Background: an optimization exercise with open tools, aiming at small area. Do not read the settings as production practice. In this exercise RTL edits were held to simulation tests only and were not proved equivalent to the original. No activity file was given, so power comes from the tool's default toggle rates.

`design/flow/design.v`:
```
package mem_pkg;
	localparam int ADDR_W  = 32;	 
	localparam int SIZE_W  = 4;	 
	localparam int BYTE_W  = 8;	 
	localparam int IDX_W   = 4;	 
	localparam int DATA_W  = 64;	 
	localparam int DEPTH   = 16;	 
	localparam logic [SIZE_W-1:0] SIZE_1DW = 4'd3;	 
	localparam logic [SIZE_W-1:0] SIZE_2DW = 4'd8;	 
	localparam logic [SIZE_W-1:0] SIZE_4DW = 4'd9;	 
	localparam logic [1:0] LEN_ERR = 2'd2;
endpackage
`timescale 1ns/1ps
import mem_pkg::*;
module ap_fifo
#(
	parameter int AP_DEPTH = 4,
	parameter int ENT_W    = 7
)
(
	input  logic             bus_if,
	input  logic             reset_n_i,
	input  logic             req_i,
	input  logic [ENT_W-1:0] ent_i,
	input  logic             pop_i,
	output logic             grant_o,
	output logic [ENT_W-1:0] head_o,
	output logic             not_empty_o
);
	localparam int PTR_W = $clog2(AP_DEPTH);
	localparam int CNT_W = $clog2(AP_DEPTH + 1);
	logic [ENT_W-1:0] ent_r [AP_DEPTH];
	logic [PTR_W-1:0] wptr_r;
	logic [PTR_W-1:0] rptr_r;
	logic [CNT_W-1:0] count_r;
	logic             push_s;
	assign push_s = req_i && !count_r[CNT_W-1] && !grant_o;
	always_ff @(posedge bus_if)
	begin
		if (!reset_n_i)
		begin
			wptr_r  <= '0;
			rptr_r  <= '0;
			count_r <= '0;
			grant_o <= 1'b0;
		end
		else
		begin
			if (push_s)
				wptr_r <= wptr_r + 1'b1;
			if (pop_i)
				rptr_r <= rptr_r + 1'b1;
			case ({push_s, pop_i})
				2'b10:   count_r <= count_r + 1'b1;
				2'b01:   count_r <= count_r - 1'b1;
				default: count_r <= count_r;
			endcase
			grant_o <= push_s;
		end
	end
	always_ff @(posedge bus_if)
	begin
		if (push_s)
			ent_r[wptr_r] <= ent_i;
	end
	assign head_o      = ent_r[rptr_r];
	assign not_empty_o = (count_r != '0);
endmodule
`timescale 1ns/1ps
import mem_pkg::*;
module ap_decode
(
	input  logic [mem_pkg::ADDR_W-1:0] addr_i,
	input  logic [mem_pkg::SIZE_W-1:0] size_i,
	output logic [1:0]                 len_o,	 
	output logic [mem_pkg::IDX_W-1:0]  idx_o
);
	logic hi_zero;	 
	logic lo_zero;	 
	logic ok;
	assign hi_zero = (addr_i[ADDR_W-1:7] == '0);
	assign lo_zero = (addr_i[2:0] == 3'd0);
	assign idx_o   = addr_i[6:3];
	always_comb
	begin
		case (size_i)
			SIZE_1DW: begin len_o = 2'd0; ok = hi_zero && ((idx_o != 4'd15) || lo_zero); end
			SIZE_2DW: begin len_o = 2'd1; ok = hi_zero && ((idx_o < 4'd14) || (idx_o == 4'd14 && lo_zero)); end
			SIZE_4DW: begin len_o = 2'd3; ok = hi_zero && ((idx_o < 4'd12) || (idx_o == 4'd12 && lo_zero)); end
			default:  begin len_o = LEN_ERR; ok = 1'b0; end
		endcase
		if (!ok)
			len_o = LEN_ERR;
	end
endmodule
`timescale 1ns/1ps
import mem_pkg::*;
module dp_ctrl
(
	input  logic                      bus_if,
	input  logic                      reset_n_i,
	input  logic                      not_empty_i,
	input  logic                      head_rd_i,
	input  logic [1:0]                head_len_i,
	input  logic [mem_pkg::IDX_W-1:0] head_idx_i,
	input  logic                      write_valid_i,
	output logic                      pop_o,
	output logic                      we_o,		 
	output logic [mem_pkg::IDX_W-1:0] wr_idx_o,
	output logic [mem_pkg::IDX_W-1:0] rd_idx_o,	 
	output logic                      rd_load_o,	 
	output logic                      fwd_o,	 
	output logic                      read_valid_o,
	output logic                      error_o
);
	logic              v_r;		 
	logic              e_r;		 
	logic              w_r;		 
	logic [IDX_W-1:0]  idx_r;	 
	logic [1:0]        rem_r;	 
	logic              rd_s;	 
	logic              beat_s;
	logic              fin_s;
	logic              head_err;
	assign rd_s     = v_r && !e_r;
	assign we_o     = w_r && write_valid_i;
	assign beat_s   = rd_s || we_o;
	assign fin_s    = !(rd_s || w_r) || (beat_s && rem_r == 2'd0);
	assign pop_o    = fin_s && not_empty_i;
	assign head_err = (head_len_i == LEN_ERR);
	assign rd_idx_o  = fin_s ? head_idx_i : idx_r + 1'b1;
	assign rd_load_o = fin_s ? (not_empty_i && head_rd_i && !head_err) : rd_s;
	assign fwd_o     = we_o && (idx_r == head_idx_i);
	assign wr_idx_o  = idx_r;
	assign read_valid_o = v_r;
	assign error_o      = e_r;
	always_ff @(posedge bus_if)
	begin
		if (!reset_n_i)
		begin
			v_r <= 1'b0;
			e_r <= 1'b0;
			w_r <= 1'b0;
		end
		else if (fin_s)
		begin
			v_r <= not_empty_i && head_rd_i;
			e_r <= not_empty_i && head_err;
			w_r <= not_empty_i && !head_rd_i && !head_err;
		end
	end
	always_ff @(posedge bus_if)
	begin
		if (fin_s)
		begin
			idx_r <= head_idx_i;
			rem_r <= head_len_i;
		end
		else if (beat_s)
		begin
			idx_r <= idx_r + 1'b1;
			rem_r <= rem_r - 1'b1;
		end
	end
endmodule
`timescale 1ns/1ps
import mem_pkg::*;
module mem_lane
(
	input  logic                      bus_if,
	input  logic                      reset_n_i,
	input  logic                      we_i,
	input  logic [mem_pkg::IDX_W-1:0] wr_idx_i,
	input  logic [mem_pkg::DATA_W-1:0] wr_data_i,
	output logic [mem_pkg::DEPTH-1:0][mem_pkg::DATA_W-1:0] mem_o
);
	logic [DATA_W-1:0] mem_r [DEPTH];
	always_ff @(posedge bus_if)
	begin
		for (int i = 0; i < DEPTH; i++)
		begin
			if (!reset_n_i || (we_i && wr_idx_i == IDX_W'(i)))
				mem_r[i] <= reset_n_i ? wr_data_i : '0;
		end
	end
	for (genvar g = 0; g < DEPTH; g++)
	begin : g_out
		assign mem_o[g] = mem_r[g];
	end
endmodule
`timescale 1ns/1ps
import mem_pkg::*;
module rd_resp
(
	input  logic                       bus_if,
	input  logic                       reset_n_i,
	input  logic                       load_i,
	input  logic                       fwd_i,
	input  logic [mem_pkg::IDX_W-1:0]  idx_i,
	input  logic [mem_pkg::DEPTH-1:0][mem_pkg::DATA_W-1:0] mem_i,
	input  logic [mem_pkg::DATA_W-1:0] wr_data_i,
	output logic [mem_pkg::DATA_W-1:0] read_data_o
);
	logic [DATA_W-1:0] word_s;
	logic [DEPTH:0] sel_s;	 
	always_comb
	begin
		for (int i = 0; i < DEPTH; i++)
			sel_s[i] = reset_n_i && !fwd_i && idx_i == IDX_W'(i);
		sel_s[DEPTH] = reset_n_i && fwd_i;
		word_s = wr_data_i & {DATA_W{sel_s[DEPTH]}};
		for (int i = 0; i < DEPTH; i++)
			word_s = word_s | (mem_i[i] & {DATA_W{sel_s[i]}});
	end
	always_ff @(posedge bus_if)
	begin
		if (!reset_n_i || load_i)
			read_data_o <= word_s;
	end
endmodule
`timescale 1ns/1ps
import mem_pkg::*;
module ip_mem_top
#(
	parameter int MEM_DEPTH = 16,
	parameter int MEM_WIDTH = 8,
	parameter int AP_DEPTH  = 4
)
(
	input  logic                                 bus_if,
	input  logic                                 reset_n_i,
	input  logic                                 read_i,
	input  logic                                 write_i,
	input  logic [mem_pkg::ADDR_W-1:0]           addr_i,
	input  logic [mem_pkg::SIZE_W-1:0]           size_i,
	input  logic                                 write_valid_i,
	input  logic [MEM_WIDTH*mem_pkg::BYTE_W-1:0] write_data_i,
	output logic                                 grant_o,
	output logic                                 read_valid_o,
	output logic [MEM_WIDTH*mem_pkg::BYTE_W-1:0] read_data_o,
	output logic                                 error_o
);
	logic [1:0]        len;
	logic [IDX_W-1:0]  idx;
	logic [6:0]        head;
	logic              not_empty;
	logic              pop;
	logic              we;
	logic [IDX_W-1:0]  wr_idx;
	logic [IDX_W-1:0]  rd_idx;
	logic              rd_load;
	logic              fwd;
	logic [DEPTH-1:0][DATA_W-1:0] mem;
	ap_decode u_ap_decode
	(
		.addr_i(addr_i), .size_i(size_i), .len_o(len), .idx_o(idx)
	);
	ap_fifo #(.AP_DEPTH(AP_DEPTH), .ENT_W(7)) u_ap_fifo
	(
		.bus_if(bus_if), .reset_n_i(reset_n_i),
		.req_i(read_i || write_i), .ent_i({read_i, len, idx}),
		.pop_i(pop), .grant_o(grant_o), .head_o(head), .not_empty_o(not_empty)
	);
	dp_ctrl u_dp_ctrl
	(
		.bus_if(bus_if), .reset_n_i(reset_n_i),
		.not_empty_i(not_empty), .head_rd_i(head[6]), .head_len_i(head[5:4]),
		.head_idx_i(head[3:0]), .write_valid_i(write_valid_i),
		.pop_o(pop), .we_o(we), .wr_idx_o(wr_idx), .rd_idx_o(rd_idx),
		.rd_load_o(rd_load), .fwd_o(fwd),
		.read_valid_o(read_valid_o), .error_o(error_o)
	);
	mem_lane u_mem
	(
		.bus_if(bus_if), .reset_n_i(reset_n_i), .we_i(we), .wr_idx_i(wr_idx),
		.wr_data_i(write_data_i), .mem_o(mem)
	);
	rd_resp u_rd_resp
	(
		.bus_if(bus_if), .reset_n_i(reset_n_i), .load_i(rd_load), .fwd_i(fwd),
		.idx_i(rd_idx), .mem_i(mem), .wr_data_i(write_data_i), .read_data_o(read_data_o)
	);
endmodule
```
`design/flow/flow/run.sh`:
```
#!/bin/bash
# Standard synthesis, then the combinational logic re-mapped for area by ABC (registers kept
# as the standard synthesis made them), then the standard layout with port buffers of the
# smallest size and a clock tree without dummy loads.
set -euo pipefail
HERE=$(pwd)
FLOWDIR=$HERE/flow
RES=$HERE/orfs/results/$FLOW_PLATFORM/ip_mem_top/base
YOSYS=$FLOW_HOME/../tools/install/yosys/bin/yosys
LIB=$FLOW_HOME/platforms/$FLOW_PLATFORM/lib/sky130_fd_sc_hd__tt_025C_1v80.lib

export BUFFER_PORTS_ARGS="-buffer_cell sky130_fd_sc_hd__buf_1"
export CTS_ARGS="-sink_clustering_enable -repair_clock_nets -dont_use_dummy_load -sink_clustering_size 10 -sink_clustering_max_diameter 40 -buf_list sky130_fd_sc_hd__clkbuf_4"

bash standard.sh synth > synth.log 2>&1

cp $RES/1_2_yosys.v $HERE/std_synth.v
DONT_USE=$(sed -n '/^export DONT_USE_CELLS/,/^#/p' $FLOW_HOME/platforms/$FLOW_PLATFORM/config.mk | grep -o 'sky130_fd_sc_hd__[a-z0-9_]*' | sed 's/^/-dont_use /' | tr '\n' ' ')
cat > remap.ys <<EOS
read_liberty -ignore_miss_func $LIB
read_verilog $HERE/std_synth.v
hierarchy -top $FLOW_TOP
blackbox $(cat $FLOWDIR/seq_cells.txt)
flatten
delete t:\$scopeinfo
opt_clean
tee -o $HERE/remap_before.txt stat -liberty $LIB
abc -liberty $LIB $DONT_USE -script $FLOWDIR/area.abc
opt_clean -purge
hilomap -singleton -hicell sky130_fd_sc_hd__conb_1 HI -locell sky130_fd_sc_hd__conb_1 LO
insbuf -buf sky130_fd_sc_hd__buf_4 A X
opt_clean -purge
check
tee -o $HERE/remap_after.txt stat -liberty $LIB
select $FLOW_TOP
write_verilog -noattr -noexpr -nohex -nodec -selected $HERE/remap.v
EOS
$YOSYS -s remap.ys > remap.log 2>&1
cp $HERE/remap.v $RES/1_2_yosys.v
rm -f $RES/1_synth.odb $RES/1_synth.sdc

bash standard.sh finish > standard.log 2>&1
```
`design/flow/flow/area.abc`:
```
&get -n
&st
&dch -f
&nf -a -p -R 1000
&put
mfs2
&get -n
&st
&dch -f
&nf -a -p -R 1000
&put
topo
```
`design/flow/flow/seq_cells.txt`:
```
sky130_fd_sc_hd__dfbbn_1 sky130_fd_sc_hd__dfbbn_2 sky130_fd_sc_hd__dfbbp_1 sky130_fd_sc_hd__dfrbp_1 sky130_fd_sc_hd__dfrbp_2 sky130_fd_sc_hd__dfrtn_1 sky130_fd_sc_hd__dfrtp_1 sky130_fd_sc_hd__dfrtp_2 sky130_fd_sc_hd__dfrtp_4 sky130_fd_sc_hd__dfsbp_1 sky130_fd_sc_hd__dfsbp_2 sky130_fd_sc_hd__dfstp_1 sky130_fd_sc_hd__dfstp_2 sky130_fd_sc_hd__dfstp_4 sky130_fd_sc_hd__dfxbp_1 sky130_fd_sc_hd__dfxbp_2 sky130_fd_sc_hd__dfxtp_1 sky130_fd_sc_hd__dfxtp_2 sky130_fd_sc_hd__dfxtp_4 sky130_fd_sc_hd__dlclkp_1 sky130_fd_sc_hd__dlclkp_2 sky130_fd_sc_hd__dlclkp_4 sky130_fd_sc_hd__dlrbn_1 sky130_fd_sc_hd__dlrbn_2 sky130_fd_sc_hd__dlrbp_1 sky130_fd_sc_hd__dlrbp_2 sky130_fd_sc_hd__dlrtn_1 sky130_fd_sc_hd__dlrtn_2 sky130_fd_sc_hd__dlrtn_4 sky130_fd_sc_hd__dlrtp_1 sky130_fd_sc_hd__dlrtp_2 sky130_fd_sc_hd__dlrtp_4 sky130_fd_sc_hd__dlxbn_1 sky130_fd_sc_hd__dlxbn_2 sky130_fd_sc_hd__dlxbp_1 sky130_fd_sc_hd__dlxtn_1 sky130_fd_sc_hd__dlxtn_2 sky130_fd_sc_hd__dlxtn_4 sky130_fd_sc_hd__dlxtp_1 sky130_fd_sc_hd__edfxbp_1 sky130_fd_sc_hd__edfxtp_1 sky130_fd_sc_hd__lpflow_inputisolatch_1 sky130_fd_sc_hd__sdfbbn_1 sky130_fd_sc_hd__sdfbbn_2 sky130_fd_sc_hd__sdfbbp_1 sky130_fd_sc_hd__sdfrbp_1 sky130_fd_sc_hd__sdfrbp_2 sky130_fd_sc_hd__sdfrtn_1 sky130_fd_sc_hd__sdfrtp_1 sky130_fd_sc_hd__sdfrtp_2 sky130_fd_sc_hd__sdfrtp_4 sky130_fd_sc_hd__sdfsbp_1 sky130_fd_sc_hd__sdfsbp_2 sky130_fd_sc_hd__sdfstp_1 sky130_fd_sc_hd__sdfstp_2 sky130_fd_sc_hd__sdfstp_4 sky130_fd_sc_hd__sdfxbp_1 sky130_fd_sc_hd__sdfxbp_2 sky130_fd_sc_hd__sdfxtp_1 sky130_fd_sc_hd__sdfxtp_2 sky130_fd_sc_hd__sdfxtp_4 sky130_fd_sc_hd__sdlclkp_1 sky130_fd_sc_hd__sdlclkp_2 sky130_fd_sc_hd__sdlclkp_4 sky130_fd_sc_hd__sedfxbp_1 sky130_fd_sc_hd__sedfxbp_2 sky130_fd_sc_hd__sedfxtp_1 sky130_fd_sc_hd__sedfxtp_2 sky130_fd_sc_hd__sedfxtp_4
```
`design/flow/standard.sh`:
```
#!/bin/bash
# synth_recipe.tcl (not shown) runs the flow's synth.tcl, then flattens the netlist and writes it again
# the make line also repeats each setting of config.mk as NAME=value (left out here)
make -C /OpenROAD-flow-scripts/flow DESIGN_CONFIG=/design/flow/config.mk WORK_HOME=/design/flow/orfs CLKGATE_MAP_FILE= SYNTH_SCRIPT=/design/flow/synth_recipe.tcl "${@:-finish}"
```
`design/flow/config.mk`:
```
export PLATFORM = sky130hd
export DESIGN_NAME = ip_mem_top
export DESIGN_NICKNAME = ip_mem_top
export VERILOG_FILES = /design/flow/design.v
export SDC_FILE = /design/flow/constraint.sdc
export NUM_CORES = 4
export LEC_CHECK = 0
export CAP_MARGIN = 20
export CORE_MARGIN = 2
export CORE_UTILIZATION = 70
export PLACE_DENSITY = 0.8
export SLEW_MARGIN = 20
```
`design/flow/constraint.sdc`:
```
create_clock -name core_clock -period 6.5 [get_ports {bus_if}]
set_input_delay 1.3000 -clock core_clock [delete_from_list [all_inputs] [get_ports {bus_if}]]
set_output_delay 1.3000 -clock core_clock [all_outputs]
set_load 0.01 [all_outputs]
```
==> results of run 1 <==
==> layout make-up <==
cell class,instances,area [um^2]
clock buffers,136,1020
inverters,1,3.75
diodes,2,5.00
flip-flops and latches,1135,34000
repair buffers,238,1310
fillers,3090,13400
multi-input cells,971,6970
well taps,765,957
==> worst max-delay path: stages (launching register included) <==
cell and delay [ns]:
dfxtp_1 0.62, mux4_2 0.64, xnor2_1 0.15, and3_1 0.19, nand4_1 0.41, nand2_1 0.38
nor2_4 0.90, buf_4 0.54, a222oi_1 0.21, and4_1 0.27, nand3_1 0.10
==> state kept, by name, indices dropped and copies added (netlist names), 2 cells and up, named ones only <==
name / count
u_ap_fifo.ent_r: 28
u_mem.mem_r: 1024
u_ap_fifo.count_r: 3
u_dp_ctrl.idx_r: 4
u_ap_fifo.wptr_r: 2
u_dp_ctrl.rem_r: 2
u_rd_resp.read_data_o: 64
u_ap_fifo.rptr_r: 2
==> how the worst max path moves through the flow <==
stage / endpoint / slack (ns)
global route: u_rd_resp.read_data_o[60] / 1.65
finish: u_rd_resp.read_data_o[46] / 1.96
detailed placement: u_rd_resp.read_data_o[56] / 1.17
floorplan: u_mem.mem_r[10][0] / -0.04
CTS: u_rd_resp.read_data_o[56] / 1.99
global placement: u_rd_resp.read_data_o[56] / 1.46
==> metrics by stage <==
stage          worst slack [ns]  area, um^2
2_1_floorplan           -0.0415       40600
3_3_place_gp               1.46       43200
3_5_place_dp               1.17       43200
4_1_cts                    1.99       44200
5_1_grt                    1.65       44200
6_report                   1.96       44200
==> per-layer routing <==
metal / GRT usage, % / routed length, um
met5: 0 / 102
met4: 16.4 / 4370
met3: 8.39 / 16300
met2: 55.7 / 50200
met1: 50.1 / 34800
==> layout by cell type (no fill, tap or decap), types with 4 or more instances in the layout <==
cell,count
mux2i_1,5
nand4_1,40
nand2b_1,9
a222oi_1,113
nor3_1,4
a221oi_1,63
and4_1,8
nand2_1,92
a22o_1,38
a221o_1,10
nor2_1,52
dfxtp_1,13
buf_1,170
a22oi_1,224
nand3_1,69
o21ai_0,34
mux2_1,4
xnor2_1,8
a211o_1,9
clkbuf_4,137
o22ai_1,5
a21oi_1,30
buf_12,11
and3_1,12
buf_4,55
edfxtp_1,1122
a211oi_1,4
and2_0,68
nor4_1,5
and3_2,10
o21ai_4,16
==> power groups by stage <==
stage               sequential [mW]  combinational, mW  clock (mW)
floorplan                      9.50               1.80           0
global placement               9.43               3.29           0
detailed placement             9.46               3.41           0
CTS                            9.30               3.42        3.05
global route                   9.36               3.69        3.33
finish                         9.30               3.50        3.06
==> metrics.csv, run 1 <==
metric;value;unit
grt total ovfl;0;
Hold Path Cell Cnt;1;
Max IR drop VDD;0.232;mV
layout cells sized above 1;9.92;%
CTS buffer count;136;
area of the core;0.0576;mm^2
R2R setup slack;1.96;ns
maxcap violations;0;
number of global-route vias before repair;24200;
Reg clk slew, reported paths;0.09;ns
WP data required;7.36;ns
IO Count;172;
CP startpoint kind;flip-flop;
Routed Antenna Nets;0;
Final Setup Violations;0;
DR DRC count;0;
RSZ-0062 raised after global routing;no;
final hold violation count;0;
worst r2r dst;u_rd_resp.read_data_o[46];
Clock Path Buffers;3;
port bufs;171;
final hold slack;0.460;ns
drt first pass iters;10;
Final nets;2588;
Global Route Usage Sum;36.0;%
H-tree levels;4;
Hold/Removal Path Class;reg2reg;
skew final;0.0904;ns
status;complete, no violations;
NetSw;4.82;mW
# resized after CTS;0;
max frequency;220;MHz
final slew viol count;0;
Clock Latency Late Sink;1.05;ns
die width;245;um
Final Cycle Share;69.9;%
synthesized instance count;2107;
vias per inst;7.45;
Routed WL;106000;um
first-pass GRT wire length;153000;um
category of the most critical setup path;reg2reg;
slew margin rel.;24.4;%
wire per inst;32.5;um
CTS Sinks;1135;
mean post-synth cell area;19.3;um^2
sw frac;30.4;%
Ys Warns;6;
post-route insts no fill;3248;
LEAKAGE;14.7;nW
internal cell power;11.0;mW
DR iter-0 viols;3806;
area delta synth->final;8.77;%
placed cells;3110;
Reg2Reg Depth;10;
DP HPWL;55500;um
final core occ;76.8;%
crit end category;flip-flop;
initial antenna violation count;1;
# hold bufs at CTS;0;
postcts setup bufs;0;
hold path start;u_ap_fifo.rptr_r[1];
gp weighted congestion;0.806;
Setup TNS;0;ns
Site Rows;88;
Power Density;359;mW/mm^2
Flop pwr share;58.7;%
Synth Cell Area;0.0406;mm^2
syn nets;2212;
min cycle time layout;4.54;ns
largest net degree at the start of global routing;56;
Die H;245;um
die area;0.0600;mm^2
Clk pwr share;19.3;%
Worst Tran Pin Value;1.13;ns
Tot Pwr;15.9;mW
crit path DAT;5.40;ns
root buf cell;clkbuf_4;
combinational fraction of design power;22.1;%
CTS tree;done;
via count;24200;
Starting Density;70.6;%
CP Max Fanout;25;
==> inputs of run 2 (changes only) <==
--- a/design/flow/flow/run.sh
+++ b/design/flow/flow/run.sh
@@ -10,7 +10,7 @@
 LIB=$FLOW_HOME/platforms/$FLOW_PLATFORM/lib/sky130_fd_sc_hd__tt_025C_1v80.lib
 
 export BUFFER_PORTS_ARGS="-buffer_cell sky130_fd_sc_hd__buf_1"
-export CTS_ARGS="-sink_clustering_enable -repair_clock_nets -dont_use_dummy_load -sink_clustering_size 10 -sink_clustering_max_diameter 40 -buf_list sky130_fd_sc_hd__clkbuf_4"
+export CTS_ARGS="-sink_clustering_enable -repair_clock_nets -dont_use_dummy_load -sink_clustering_size 10 -sink_clustering_max_diameter 36 -buf_list sky130_fd_sc_hd__clkbuf_4"
 
 bash standard.sh synth > synth.log 2>&1
 
==> design/flow/flow/area.abc (replaced) <==
&get -n
&st
&dch -f
&nf -a -p -R 1000
&put
mfs2 -a
&get -n
&st
&dch -f
&nf -a -p -R 1000
&put
mfs2 -a
&get -n
&st
&dch -f
&nf -a -p -R 1000
&put
topo
--- a/design/flow/config.mk
+++ b/design/flow/config.mk
@@ -7,6 +7,6 @@
 export LEC_CHECK = 0
 export CAP_MARGIN = 20
 export CORE_MARGIN = 2
-export CORE_UTILIZATION = 70
-export PLACE_DENSITY = 0.8
+export CORE_UTILIZATION = 60
+export PLACE_DENSITY = 0.85
 export SLEW_MARGIN = 20
==> run 2 against run 1 <==
  * Total power grew 3.3%
  * Critical path depth is the same
  * Utilization shrank 10 points
  * Clock power grew 3%
  * Register-to-register slack lost 0.28 ns
  * Maximum frequency shrank 5.8%
  * Flip-flop and latch count is the same
==> metrics.csv, run 2 <==
metric;value;unit
status;complete, no violations;
internal cell power;11.3;mW
LEAKAGE;14.8;nW
IO Count;172;
CP startpoint kind;flip-flop;
syn nets;2182;
CTS Sinks;1135;
die width;264;um
Max IR drop VDD;0.335;mV
DP HPWL;58900;um
CP Max Fanout;35;
Synth Cell Area;0.0406;mm^2
min cycle time layout;4.82;ns
postcts setup bufs;0;
NetSw;5.11;mW
# hold bufs at CTS;0;
# resized after CTS;0;
slew margin rel.;22.8;%
final hold slack;0.452;ns
crit path DAT;5.54;ns
Clock Latency Late Sink;1.03;ns
Worst Tran Pin Value;1.15;ns
DR DRC count;0;
placed cells;3204;
max reg flops;1024;
maxcap violations;0;
Site Rows;95;
commonest non-fill, non-tap cell in the layout;edfxtp_1;
CTS buffer count;143;
H-tree levels;4;
largest net degree at the start of global routing;65;
die area;0.0697;mm^2
Ys Warns;6;
Reg with most FFs;u_mem.mem_r;
post-place setup slack;1.30;ns
category of the most critical setup path;reg2reg;
Hold/Removal Path Class;reg2reg;
crit end category;flip-flop;
Tot Pwr;16.4;mW
synthesized instance count;2077;
final slew viol count;0;
area of the core;0.0670;mm^2
wire per inst;32.9;um
largest stage delay on the critical path;0.97;ns
setup ws final;1.68;ns
CTS tree;done;
Routed Antenna Nets;0;
grt total ovfl;0;
Power Density;367;mW/mm^2
Die H;264;um
combinational fraction of design power;23.8;%
Stages on worst setup path;10;
biggest regs;u_mem.mem_r: 1024 flops, u_rd_resp.read_data_o: 64 flops, u_ap_fifo.ent_r: 28 flops;
highest-delay cell along the critical path;o21ai_0;
max frequency;207;MHz
gp weighted congestion;0.829;
drt first pass iters;6;
Buf/Inv on CP;1;
number of global-route vias before repair;25000;
Final nets;2582;
Global Route Usage Sum;31.7;%
first-pass GRT wire length;159000;um
critical-path cell list;mux4_2 -> xnor2_1 -> nand3_1 -> o21ai_0 -> nor2b_4 -> buf_12 -> a222oi_1 -> nand3_1 -> a221oi_1 -> nand4_1;
Reg2Reg Depth;10;
skew final;0.0725;ns
hold path start;u_ap_fifo.rptr_r[1];
post-route insts no fill;3349;
vias per inst;7.36;
Reg clk slew, reported paths;0.10;ns
root buf cell;clkbuf_4;
most frequent cells in the layout;edfxtp_1 (1122), a22oi_1 (241), buf_1 (170);
Worst path top cell family by delay;compound AO/OA/AOI/OAI gates;
final core occ;66.6;%
Starting Density;60.5;%
port bufs;171;
layout cells sized above 1;11.0;%
initial antenna violation count;4;
worst r2r dst;u_rd_resp.read_data_o[50];
CP dominant cell by count;nand3_1;
R2R setup slack;1.68;ns
DR iter-0 viols;4374;
Final Cycle Share;74.2;%
Final Setup Violations;0;
final hold violation count;0;
area delta synth->final;10.1;%
mean post-synth cell area;19.5;um^2
via count;24600;
RSZ-0062 raised after global routing;no;
WP data required;7.21;ns
sw frac;31.2;%
Clk pwr share;19.2;%
worst setup path end;u_rd_resp.read_data_o[50];
Clock Path Buffers;3;
Routed WL;110000;um
Flop pwr share;57.0;%
-- run 2: per-stage QoR --
stage               cell area, um^2  TNS [ns]
detailed placement            43500         0
finish                        44700         0
CTS                           44600         0
global placement              43500         0
floorplan                     40600   -231.60
global route                  44700         0
-- run 2: worst min-delay path by stage --
| stage | cells past startpoint | to |
|---|---|---|
| 2_1_floorplan | 1 | flip-flop |
| 3_3_place_gp | 1 | flip-flop |
| 3_5_place_dp | 1 | flip-flop |
| 4_1_cts | 1 | flip-flop |
| 5_1_grt | 1 | flip-flop |
| 6_report | 1 | flip-flop |
-- run 2: cell type report --
type	count	area [um^2]
antenna	1	2.50
clock buffer	143	1070
fill	4125	22400
inverter	2	7.51
multi-input combinational	940	6970
sequential	1135	34000
tap	873	1090
timing repair buffer	255	1570
-- run 2: power groups by stage --
stage	clock network (mW)	registers (mW)	logic, mW
CTS	3.13	9.33	3.78
global route	3.36	9.40	4.07
global placement	0	9.45	3.63
detailed placement	0	9.49	3.77
floorplan	0	9.54	1.93
finish	3.14	9.34	3.90
-- run 2: per-layer routing --
layer  vias to the layer above  routed length [um]  global-route usage [%]
met5                         -                  23                       0
met3                       449               18500                    8.88
met4                         4                5400                    15.4
li1                       9832                   -                       -
met1                     11900               34400                    41.3
met2                      2503               51900                    49.8

## separate check: timing with driven ports
The flow's constraints put no driver on any port. The routed layouts listed below were extracted and timed again, unchanged, in two steps. Step 1 assumes that a clkbuf_16 drives the clock port and a buf_2 every other input. Step 2 adds t to the input delays and takes it off the output delays; t is the mean of the earliest and latest rising clock arrival at the registers after step 1. Input paths then give back, and output paths get back, about the clock's delay inside the block. a / b / c = ideal ports / drivers / drivers and shift; a / b = the first two.
run	shift t [ns]	setup WS [ns]	worst setup path at the end	worst register clock-pin slew, ns	cell pins on the clock port's net
run 1	1.070	1.958 / 1.958 / 0.970	input to register	0.11 / 0.11	1
run 2	1.051	1.677 / 1.677 / 1.115	input to register	0.11 / 0.11	1
After both steps every run listed still meets setup and hold. For run 1, which loses most, drivers alone change the setup slack by 0.000 ns; drivers and shift together by -0.988 ns.
